What follows belongs to an exercise in optimizing a design on an open flow for small area; a production flow would make more cautious choices.
At most, simulation tests tie the RTL to the original design; equivalence was not proved.
Power is estimated from default activity; no workload was simulated.

Design odd_pipe, start of the top module:
module odd_pipe (
    input  logic         clock,
    input  logic         reset,
    input  logic [4:0]   issue_opcode,
    input  logic [127:0] issue_ra,
    input  logic [127:0] issue_rb,
    input  logic [127:0] issue_rt_data,
    input  logic [6:0]   issue_rt_address,
    input  logic [6:0]   issue_i7,
    input  logic [15:0]  issue_i16,
    input  logic [31:0]  issue_pc,
    output logic [142:0] fw_stage1,
    output logic [142:0] fw_stage2,
    output logic [142:0] fw_stage3,
    output logic [142:0] fw_stage4,
    output logic [142:0] fw_stage5,
    output logic [142:0] fw_stage6,
    output logic [142:0] fw_stage7,
    output logic [142:0] result,
    output logic         branch_taken,
    output logic [31:0]  next_pc
);
Size: about 3700 cells after synthesis, roughly 1600 I/O pins, ~0.038 mm^2 of cells after synthesis.
==> flow/config.mk <==
export PLATFORM = sky130hd
export DESIGN_NAME = odd_pipe
export DESIGN_NICKNAME = odd_pipe
export VERILOG_FILES = /design/flow/design.v
export SDC_FILE = /design/flow/constraint.sdc
export NUM_CORES = 8
export LEC_CHECK = 0
export CAP_MARGIN = 20
export CORE_AREA = 5 5 295 295
export DIE_AREA = 0 0 300 300
export SLEW_MARGIN = 20
==> flow/constraint.sdc <==
create_clock -name core_clock -period 8.0 [get_ports {clock}]
set_input_delay 1.6000 -clock core_clock [delete_from_list [all_inputs] [get_ports {clock}]]
set_output_delay 1.6000 -clock core_clock [all_outputs]
set_load 0.01 [all_outputs]
standard.sh (not shown) runs the stock make flow with config.mk's settings and CLKGATE_MAP_FILE= SYNTH_SCRIPT=/design/flow/synth_recipe.tcl, a recipe that flattens the netlist after the stock synthesis.
==> flow/flow/run.sh <==
#!/bin/bash
# Standard synthesis, then the combinational logic is mapped again for area
# (registers, their names and cells stay as the standard synthesis made them),
# then the standard layout with the smallest buffer on the ports, pins one
# track apart and a clock tree without dummy loads. Each tool's output goes
# to its own log here.
set -euo pipefail
bash standard.sh synth > synth.log 2>&1

RES=orfs/results/sky130hd/odd_pipe/base
LIB=$FLOW_HOME/platforms/sky130hd/lib/sky130_fd_sc_hd__tt_025C_1v80.lib
python3 flow/mkmap.py $LIB cells_map.v > mkmap.log 2>&1
cp $RES/1_2_yosys.v 1_2_yosys_standard.v
DU=""
for c in $(sed -n 's/^export DONT_USE_CELLS += *//p;/^ *sky130_fd_sc_hd__lpflow/p;/^ *sky130_fd_sc_hd__probe/p' $FLOW_HOME/platforms/sky130hd/config.mk | tr -d '\\'); do
  DU="$DU -dont_use $c"
done
printf 'set_driving_cell sky130_fd_sc_hd__buf_1\nset_load 5\n' > abc.constr
cat > remap.ys <<EOT
read_liberty -lib $LIB
read_verilog 1_2_yosys_standard.v
hierarchy -top $FLOW_TOP
techmap -map cells_map.v
techmap
opt -purge
abc -script $PWD/flow/remap.abc -liberty $LIB $DU -constr $PWD/abc.constr -D 8000
opt_clean -purge
splitnets
opt_clean -purge
hilomap -singleton -hicell sky130_fd_sc_hd__conb_1 HI -locell sky130_fd_sc_hd__conb_1 LO
insbuf -buf sky130_fd_sc_hd__buf_4 A X
opt_clean -purge
write_verilog -noattr -nohex -nodec remapped.v
EOT
yosys -s remap.ys > remap.log 2>&1
cp remapped.v $RES/1_2_yosys.v
rm -f $RES/1_synth.odb

export BUFFER_PORTS_ARGS="-buffer_cell sky130_fd_sc_hd__buf_1"
export CTS_ARGS="-sink_clustering_enable -repair_clock_nets -dont_use_dummy_load"
export PLACE_PINS_ARGS="-min_distance 1 -min_distance_in_tracks"
bash standard.sh finish > layout.log 2>&1
Other scripts of this flow, unchanged in this note and not shown: flow/flow/mkmap.py, flow/flow/remap.abc
Rerun with:
--- a/flow/flow/run.sh
+++ b/flow/flow/run.sh
@@ -40 +40 @@
-export CTS_ARGS="-sink_clustering_enable -repair_clock_nets -dont_use_dummy_load"
+export CTS_ARGS="-sink_clustering_enable -repair_clock_nets -dont_use_dummy_load -buf_list {sky130_fd_sc_hd__clkbuf_4 sky130_fd_sc_hd__clkbuf_8}"
- The new run passed the timing, DRC and antenna checks
- worst setup slack gains 160 ps
- first-iteration DRC count went up slightly
- sequential share of layout area rises by 0.32 points
- routed wire length rose slightly
- power came out lower by a few percent
- non-clock buffer count goes up by 1
- sequential cell count does not change
- clock power is lower by roughly a tenth
- cell count increases slightly
- via count is higher slightly
No run of this note included a check of the RTL's function; only the layout flow was run.

========
odd_pipe, a different RTL version from the one above (not shown whole).
For scale: roughly 3500 cells after synthesis, ~1600 I/O pins, ~37000 um2 of cells after synthesis.
export LEC_CHECK = 0
export CAP_MARGIN = 20
export CORE_AREA = 5 5 295 295
export DIE_AREA = 0 0 300 300
export SLEW_MARGIN = 20
create_clock -name core_clock -period 8.0 [get_ports {clock}]
==> flow/flow/run.sh <==
#!/bin/bash
# Layout flow:
#  2. the same synthesis again, with the rotator module swapped for a
#     cell-level version (flow/genrot.py);
#  3. the rest of the combinational logic mapped again for area, the
#     rotator's cells and all registers left as they are;
#  4. the registers checked against the standard synthesis (same names and
#     cells), else the standard netlist is remapped instead;
#  5. the standard layout, with the smallest buffer on the ports, pins one
#     track apart and a clock tree without dummy loads.
# Each tool's output goes to its own log here.
set -euo pipefail
bash standard.sh synth > synth.log 2>&1

RES=orfs/results/sky130hd/odd_pipe/base
LIB=$FLOW_HOME/platforms/sky130hd/lib/sky130_fd_sc_hd__tt_025C_1v80.lib
cp $RES/1_2_yosys.v 1_2_yosys_standard.v

# 2. synthesis with the cell-level rotator
python3 flow/genrot.py > rot_struct.v
python3 flow/swapmod.py design.v rot_struct.v perm_rotator > design_mine.v
sed "s#$PWD/design.v#$PWD/design_mine.v#" config.mk > config_mine.mk
sed "s#$PWD/config.mk#$PWD/config_mine.mk#g;s#$PWD/orfs#$PWD/orfs_mine#g" standard.sh > standard_mine.sh
bash standard_mine.sh synth > synth_mine.log 2>&1
MINE=orfs_mine/results/sky130hd/odd_pipe/base/1_2_yosys.v

# 3. area remap of the other combinational cells
python3 flow/mkmap.py $LIB cells_map.v > mkmap.log 2>&1
DU=""
for c in $(sed -n 's/^export DONT_USE_CELLS += *//p;/^ *sky130_fd_sc_hd__lpflow/p;/^ *sky130_fd_sc_hd__probe/p' $FLOW_HOME/platforms/sky130hd/config.mk | tr -d '\\'); do
  DU="$DU -dont_use $c"
done
printf 'set_driving_cell sky130_fd_sc_hd__buf_1\nset_load 5\n' > abc.constr
remap() {
  cat > remap_$3.ys <<EOT
read_liberty -lib $LIB
read_verilog $1
hierarchy -top $FLOW_TOP
select -set keep c:u_permute.u_rot.*
techmap -map cells_map.v c:* @keep %d
techmap
opt -purge
abc -script $PWD/flow/remap.abc -liberty $LIB $DU -constr $PWD/abc.constr -D 8000
opt_clean -purge
splitnets
opt_clean -purge
hilomap -singleton -hicell sky130_fd_sc_hd__conb_1 HI -locell sky130_fd_sc_hd__conb_1 LO
insbuf -buf sky130_fd_sc_hd__buf_1 A X
opt_clean -purge
write_verilog -noattr -nohex -nodec $2
EOT
  yosys -s remap_$3.ys > remap_$3.log 2>&1
}

# 4. keep the cell-level rotator only if the registers match the standard ones
if remap $MINE remapped_mine.v mine && python3 flow/regcheck.py 1_2_yosys_standard.v remapped_mine.v > regcheck.log 2>&1; then
  cp remapped_mine.v $RES/1_2_yosys.v
else
  remap 1_2_yosys_standard.v remapped_standard.v standard
  python3 flow/regcheck.py 1_2_yosys_standard.v remapped_standard.v > regcheck_standard.log 2>&1
  cp remapped_standard.v $RES/1_2_yosys.v
fi
rm -f $RES/1_synth.odb

# 5. layout
export BUFFER_PORTS_ARGS="-buffer_cell sky130_fd_sc_hd__buf_1"
export CTS_ARGS="-sink_clustering_enable -repair_clock_nets -dont_use_dummy_load -buf_list {sky130_fd_sc_hd__clkbuf_16} -sink_clustering_size 30 -sink_clustering_max_diameter 80"
export PLACE_PINS_ARGS="-min_distance 1 -min_distance_in_tracks"
bash standard.sh finish > layout.log 2>&1
Other scripts of this flow, unchanged in this note and not shown: flow/flow/genrot.py, flow/flow/mkmap.py, flow/flow/regcheck.py, flow/flow/remap.abc, flow/flow/swapmod.py
Edit:
--- a/flow/flow/run.sh
+++ b/flow/flow/run.sh
@@ -66,3 +66,3 @@
 export BUFFER_PORTS_ARGS="-buffer_cell sky130_fd_sc_hd__buf_1"
-export CTS_ARGS="-sink_clustering_enable -repair_clock_nets -dont_use_dummy_load -buf_list {sky130_fd_sc_hd__clkbuf_16} -sink_clustering_size 30 -sink_clustering_max_diameter 80"
+export CTS_ARGS="-sink_clustering_enable -repair_clock_nets -dont_use_dummy_load -buf_list {sky130_fd_sc_hd__clkbuf_8} -sink_clustering_size 20 -sink_clustering_max_diameter 60"
 export PLACE_PINS_ARGS="-min_distance 1 -min_distance_in_tracks"
Outcome: Sequential share of layout area increases by 0.13 points. Global-route usage climbs by 0.26 points. Routed wire length grows by about 0.47%. Hold slack is worse by 0.033 ns.
Edit:
--- a/flow/flow/run.sh
+++ b/flow/flow/run.sh
@@ -66,3 +66,3 @@
 export BUFFER_PORTS_ARGS="-buffer_cell sky130_fd_sc_hd__buf_1"
-export CTS_ARGS="-sink_clustering_enable -repair_clock_nets -dont_use_dummy_load -buf_list {sky130_fd_sc_hd__clkbuf_8} -sink_clustering_size 20 -sink_clustering_max_diameter 60"
+export CTS_ARGS="-sink_clustering_enable -repair_clock_nets -dont_use_dummy_load"
 export PLACE_PINS_ARGS="-min_distance 1 -min_distance_in_tracks"
The new run completed with no timing, DRC or antenna violations. Sequential cell count stays the same. Global-route usage climbs by 0.13 points. Wire length climbs slightly. Setup slack got worse by 0.087 ns. Design area climbs by a few percent. Maximum frequency drops slightly. Total power climbs by about a fifth. Synthesized cell count does not change. Die area does not change. Utilization climbs by 1.9 points.

========
Another version of the RTL of odd_pipe (not shown whole).
For scale: roughly 0.034 mm² of cells after synthesis.
// odd_pipe
module odd_pipe (
    input  logic         clock,
    input  logic         reset,
    input  logic [4:0]   issue_opcode,
    input  logic [127:0] issue_ra,
    input  logic [127:0] issue_rb,
    input  logic [127:0] issue_rt_data,
    input  logic [6:0]   issue_rt_address,
    input  logic [6:0]   issue_i7,
    input  logic [15:0]  issue_i16,
    input  logic [31:0]  issue_pc,
    output logic [142:0] fw_stage1,
    output logic [142:0] fw_stage2,
    output logic [142:0] fw_stage3,
    output logic [142:0] fw_stage4,
    output logic [142:0] fw_stage5,
    output logic [142:0] fw_stage6,
    output logic [142:0] fw_stage7,
    output logic [142:0] result,
    output logic         branch_taken,
    output logic [31:0]  next_pc
);
export LEC_CHECK = 0
export CAP_MARGIN = 20
export CORE_AREA = 5 5 255 255
export DIE_AREA = 0 0 260 260
export SLEW_MARGIN = 20
create_clock -name core_clock -period 8.0 [get_ports {clock}]
==> flow/flow/run.sh <==
#!/bin/bash
# Layout flow:
#  2. the same synthesis again, with the rotator module swapped for a
#     cell-level version (flow/genrot.py);
#  3. the rest of the combinational logic mapped again for area, the
#     rotator's cells and all registers left as they are;
#  4. the registers checked against the standard synthesis (same names and
#     cells), else the standard netlist is remapped instead;
#  5. the standard layout, with the smallest buffer on the ports, pins one
#     track apart (the clock pin placed first, with room around it:
#     flow/pins.tcl) and a clock tree without dummy loads.
# Each tool's output goes to its own log here.
set -euo pipefail
bash standard.sh synth > synth.log 2>&1

RES=orfs/results/sky130hd/odd_pipe/base
LIB=$FLOW_HOME/platforms/sky130hd/lib/sky130_fd_sc_hd__tt_025C_1v80.lib
cp $RES/1_2_yosys.v 1_2_yosys_standard.v

# 2. synthesis with the cell-level rotator
python3 flow/genrot.py > cells_struct.v
python3 flow/swapmod.py design.v cells_struct.v > design_mine.v
sed "s#$PWD/design.v#$PWD/design_mine.v#" config.mk > config_mine.mk
sed "s#$PWD/config.mk#$PWD/config_mine.mk#g;s#$PWD/orfs#$PWD/orfs_mine#g" standard.sh > standard_mine.sh
bash standard_mine.sh synth > synth_mine.log 2>&1
MINE=orfs_mine/results/sky130hd/odd_pipe/base/1_2_yosys.v

# 3. area remap of the other combinational cells
python3 flow/mkmap.py $LIB cells_map.v > mkmap.log 2>&1
DU=""
for c in $(sed -n 's/^export DONT_USE_CELLS += *//p;/^ *sky130_fd_sc_hd__lpflow/p;/^ *sky130_fd_sc_hd__probe/p' $FLOW_HOME/platforms/sky130hd/config.mk | tr -d '\\'); do
  DU="$DU -dont_use $c"
done
printf 'set_driving_cell sky130_fd_sc_hd__buf_1\nset_load 5\n' > abc.constr
remap() {
  cat > remap_$3.ys <<EOT
read_liberty -lib $LIB
read_verilog $1
hierarchy -top $FLOW_TOP
select -set keep c:u_permute.u_rot.*
techmap -map cells_map.v c:* @keep %d
techmap
opt -purge
abc -script $PWD/flow/remap.abc -liberty $LIB $DU -constr $PWD/abc.constr -D 8000
opt_clean -purge
splitnets
opt_clean -purge
hilomap -singleton -hicell sky130_fd_sc_hd__conb_1 HI -locell sky130_fd_sc_hd__conb_1 LO
insbuf -buf sky130_fd_sc_hd__buf_1 A X
opt_clean -purge
write_verilog -noattr -nohex -nodec $2
EOT
  yosys -s remap_$3.ys > remap_$3.log 2>&1
}

# 4. keep the cell-level rotator only if the registers match the standard ones
if remap $MINE remapped_mine.v mine && python3 flow/regcheck.py 1_2_yosys_standard.v remapped_mine.v > regcheck.log 2>&1; then
  cp remapped_mine.v $RES/1_2_yosys.v
else
  remap 1_2_yosys_standard.v remapped_standard.v standard
  python3 flow/regcheck.py 1_2_yosys_standard.v remapped_standard.v > regcheck_standard.log 2>&1
  cp remapped_standard.v $RES/1_2_yosys.v
fi
rm -f $RES/1_synth.odb

# 5. layout
export BUFFER_PORTS_ARGS="-buffer_cell sky130_fd_sc_hd__buf_1"
export CTS_ARGS="-sink_clustering_enable -repair_clock_nets -dont_use_dummy_load -buf_list {sky130_fd_sc_hd__clkbuf_16} -sink_clustering_size 30 -sink_clustering_max_diameter 60"
export PLACE_PINS_ARGS="-min_distance 1 -min_distance_in_tracks -corner_avoidance 6"
export PRE_IO_PLACEMENT_TCL=$PWD/flow/pins.tcl
bash standard.sh finish > layout.log 2>&1
Other scripts of this flow, unchanged in this note and not shown: flow/flow/genrot.py, flow/flow/mkmap.py, flow/flow/pins.tcl, flow/flow/regcheck.py, flow/flow/remap.abc, flow/flow/swapmod.py
Then changed:
--- a/flow/flow/run.sh
+++ b/flow/flow/run.sh
@@ -68 +68 @@
-export CTS_ARGS="-sink_clustering_enable -repair_clock_nets -dont_use_dummy_load -buf_list {sky130_fd_sc_hd__clkbuf_16} -sink_clustering_size 30 -sink_clustering_max_diameter 60"
+export CTS_ARGS="-sink_clustering_enable -repair_clock_nets -dont_use_dummy_load -buf_list {sky130_fd_sc_hd__clkbuf_16} -sink_clustering_size 30 -sink_clustering_max_diameter 80"
CORE_AREA = 5 5 245 245   (was 5 5 255 255)
DIE_AREA = 0 0 250 250   (was 0 0 260 260)
=>
- The changed run finished clean
- flip-flop and latch count is unchanged
- via count rose by 0.60%
- design area drops by about 0.6%
- total power falls by 1.9%
- routed wire length fell by about 3%
- cell count is lower by 1.3%
- non-clock buffer count goes up by 7
- first-iteration DRC count came out higher by 8.5%
- die area shrinks by 7.5%
Then changed:
--- a/flow/flow/run.sh
+++ b/flow/flow/run.sh
@@ -68 +68 @@
-export CTS_ARGS="-sink_clustering_enable -repair_clock_nets -dont_use_dummy_load -buf_list {sky130_fd_sc_hd__clkbuf_16} -sink_clustering_size 30 -sink_clustering_max_diameter 80"
+export CTS_ARGS="-sink_clustering_enable -repair_clock_nets -dont_use_dummy_load -buf_list {sky130_fd_sc_hd__clkbuf_4} -sink_clustering_size 10 -sink_clustering_max_diameter 30"
CORE_AREA = 5 5 255 255   (was 5 5 245 245)
DIE_AREA = 0 0 260 260   (was 0 0 250 250)
Result: Critical path depth went up by 1; hold slack got worse by 0.035 ns; via count went up by 0.79%; area after synthesis does not change; routed wire length went up by 4.0%; cell area barely changes; register-to-register slack got worse by 0.60 ns; power stays flat; worst setup slack improved by 0.21 ns; core utilization went down by 5.1 points; clock-buffer cell count went up by 113.
Then changed:
--- a/flow/flow/run.sh
+++ b/flow/flow/run.sh
@@ -68 +68 @@
-export CTS_ARGS="-sink_clustering_enable -repair_clock_nets -dont_use_dummy_load -buf_list {sky130_fd_sc_hd__clkbuf_4} -sink_clustering_size 10 -sink_clustering_max_diameter 30"
+export CTS_ARGS="-sink_clustering_enable -repair_clock_nets -dont_use_dummy_load -buf_list {sky130_fd_sc_hd__clkbuf_8} -sink_clustering_size 16 -sink_clustering_max_diameter 60"
After rerunning: Sequential power hardly moves; final cell count went down by 1.2%; flip-flop and latch count stays the same; register-to-register slack is about the same; worst hold slack gets better by 0.036 ns; synthesized area does not change; clock skew went down by 0.016 ns.
Then changed:
--- a/flow/flow/run.sh
+++ b/flow/flow/run.sh
@@ -68 +68 @@
-export CTS_ARGS="-sink_clustering_enable -repair_clock_nets -dont_use_dummy_load -buf_list {sky130_fd_sc_hd__clkbuf_8} -sink_clustering_size 16 -sink_clustering_max_diameter 60"
+export CTS_ARGS="-sink_clustering_enable -repair_clock_nets -dont_use_dummy_load -buf_list {sky130_fd_sc_hd__clkbuf_8} -sink_clustering_size 20 -sink_clustering_max_diameter 40"
Global-route usage is higher by 0.31 points.
Critical path depth stays the same.
Power is higher by 2.1%.
Sequential power barely changes.
Then changed:
--- a/flow/flow/run.sh
+++ b/flow/flow/run.sh
@@ -68 +68 @@
-export CTS_ARGS="-sink_clustering_enable -repair_clock_nets -dont_use_dummy_load -buf_list {sky130_fd_sc_hd__clkbuf_8} -sink_clustering_size 20 -sink_clustering_max_diameter 40"
+export CTS_ARGS="-sink_clustering_enable -repair_clock_nets -dont_use_dummy_load -buf_list {sky130_fd_sc_hd__clkbuf_16} -sink_clustering_size 34 -sink_clustering_max_diameter 70"
The new run completed with no timing, DRC or antenna violations.
Global-route usage came out lower by 0.65 points.
Power came out lower by about 2%.
Utilization came out lower by 0.41 points.
Synthesized cell count is unchanged.
Setup slack gains 0.15 ns.
Final area came out lower by about 0.6%.
Sequential share of layout area came out higher by 0.33 points.
Die area is unchanged.
Via count came out lower by 1.4%.
Routed wire length came out lower by 1.1%.
Clock power came out lower by about 7%.

separate check: timing with driven ports:
No port has a modelled driver above. Below, the same layouts with a new extraction and two added sets of constraints.
Step 1: set_driving_cell puts a clkbuf_16 on clock and a buf_2 on each other input, an assumption about the parent block.
Step 2 also shifts input and output timing later by t, the mid clock arrival at the registers, as if the neighbouring blocks saw the same clock.
Three values: ideal ports, drivers, drivers and shift; two values: the first two.
| run | t, ns | setup slack, ns | worst setup path after step 2 | slew at the worst register clock pin (ns) | cell pins on the clock port's net |
|---|---|---|---|---|---|
| the first run of note 1 | 0.716 | 1.588 / 1.589 / 0.873 | input to register | 0.06 / 0.06 | 1 |
| the second run of note 1 | 0.875 | 1.745 / 1.749 / 0.873 | input to register | 0.07 / 0.07 | 1 |
| the first run of note 2 | 0.659 | 1.532 / 1.533 / 0.874 | input to register | 0.11 / 0.11 | 1 |
| the second run of note 2 | 0.745 | 1.593 / 1.598 / 0.854 | input to register | 0.12 / 0.12 | 1 |
| the third run of note 2 | 0.702 | 1.507 / 1.505 / 0.803 | input to register | 0.06 / 0.06 | 1 |
| the first run of note 3 | 0.668 | 1.220 / 1.179 / 0.511 | input to register | 0.11 / 0.11 | 1 |
| the second run of note 3 | 0.657 | 1.344 / 1.306 / 0.649 | input to register | 0.11 / 0.11 | 1 |
| the third run of note 3 | 1.010 | 1.550 / 1.497 / 0.487 | input to register | 0.11 / 0.11 | 1 |
| the fourth run of note 3 | 0.730 | 1.129 / 1.086 / 0.356 | input to register | 0.11 / 0.11 | 1 |
| the fifth run of note 3 | 0.746 | 1.108 / 1.056 / 0.310 | input to register | 0.11 / 0.11 | 1 |
| the sixth run of note 3 | 0.642 | 1.257 / 1.219 / 0.577 | input to register | 0.12 / 0.12 | 1 |
After both steps setup and hold are still met in every run listed. The setup slack of the third run of note 3, which loses most, moves by -0.053 ns with the drivers and by -1.063 ns with both steps.
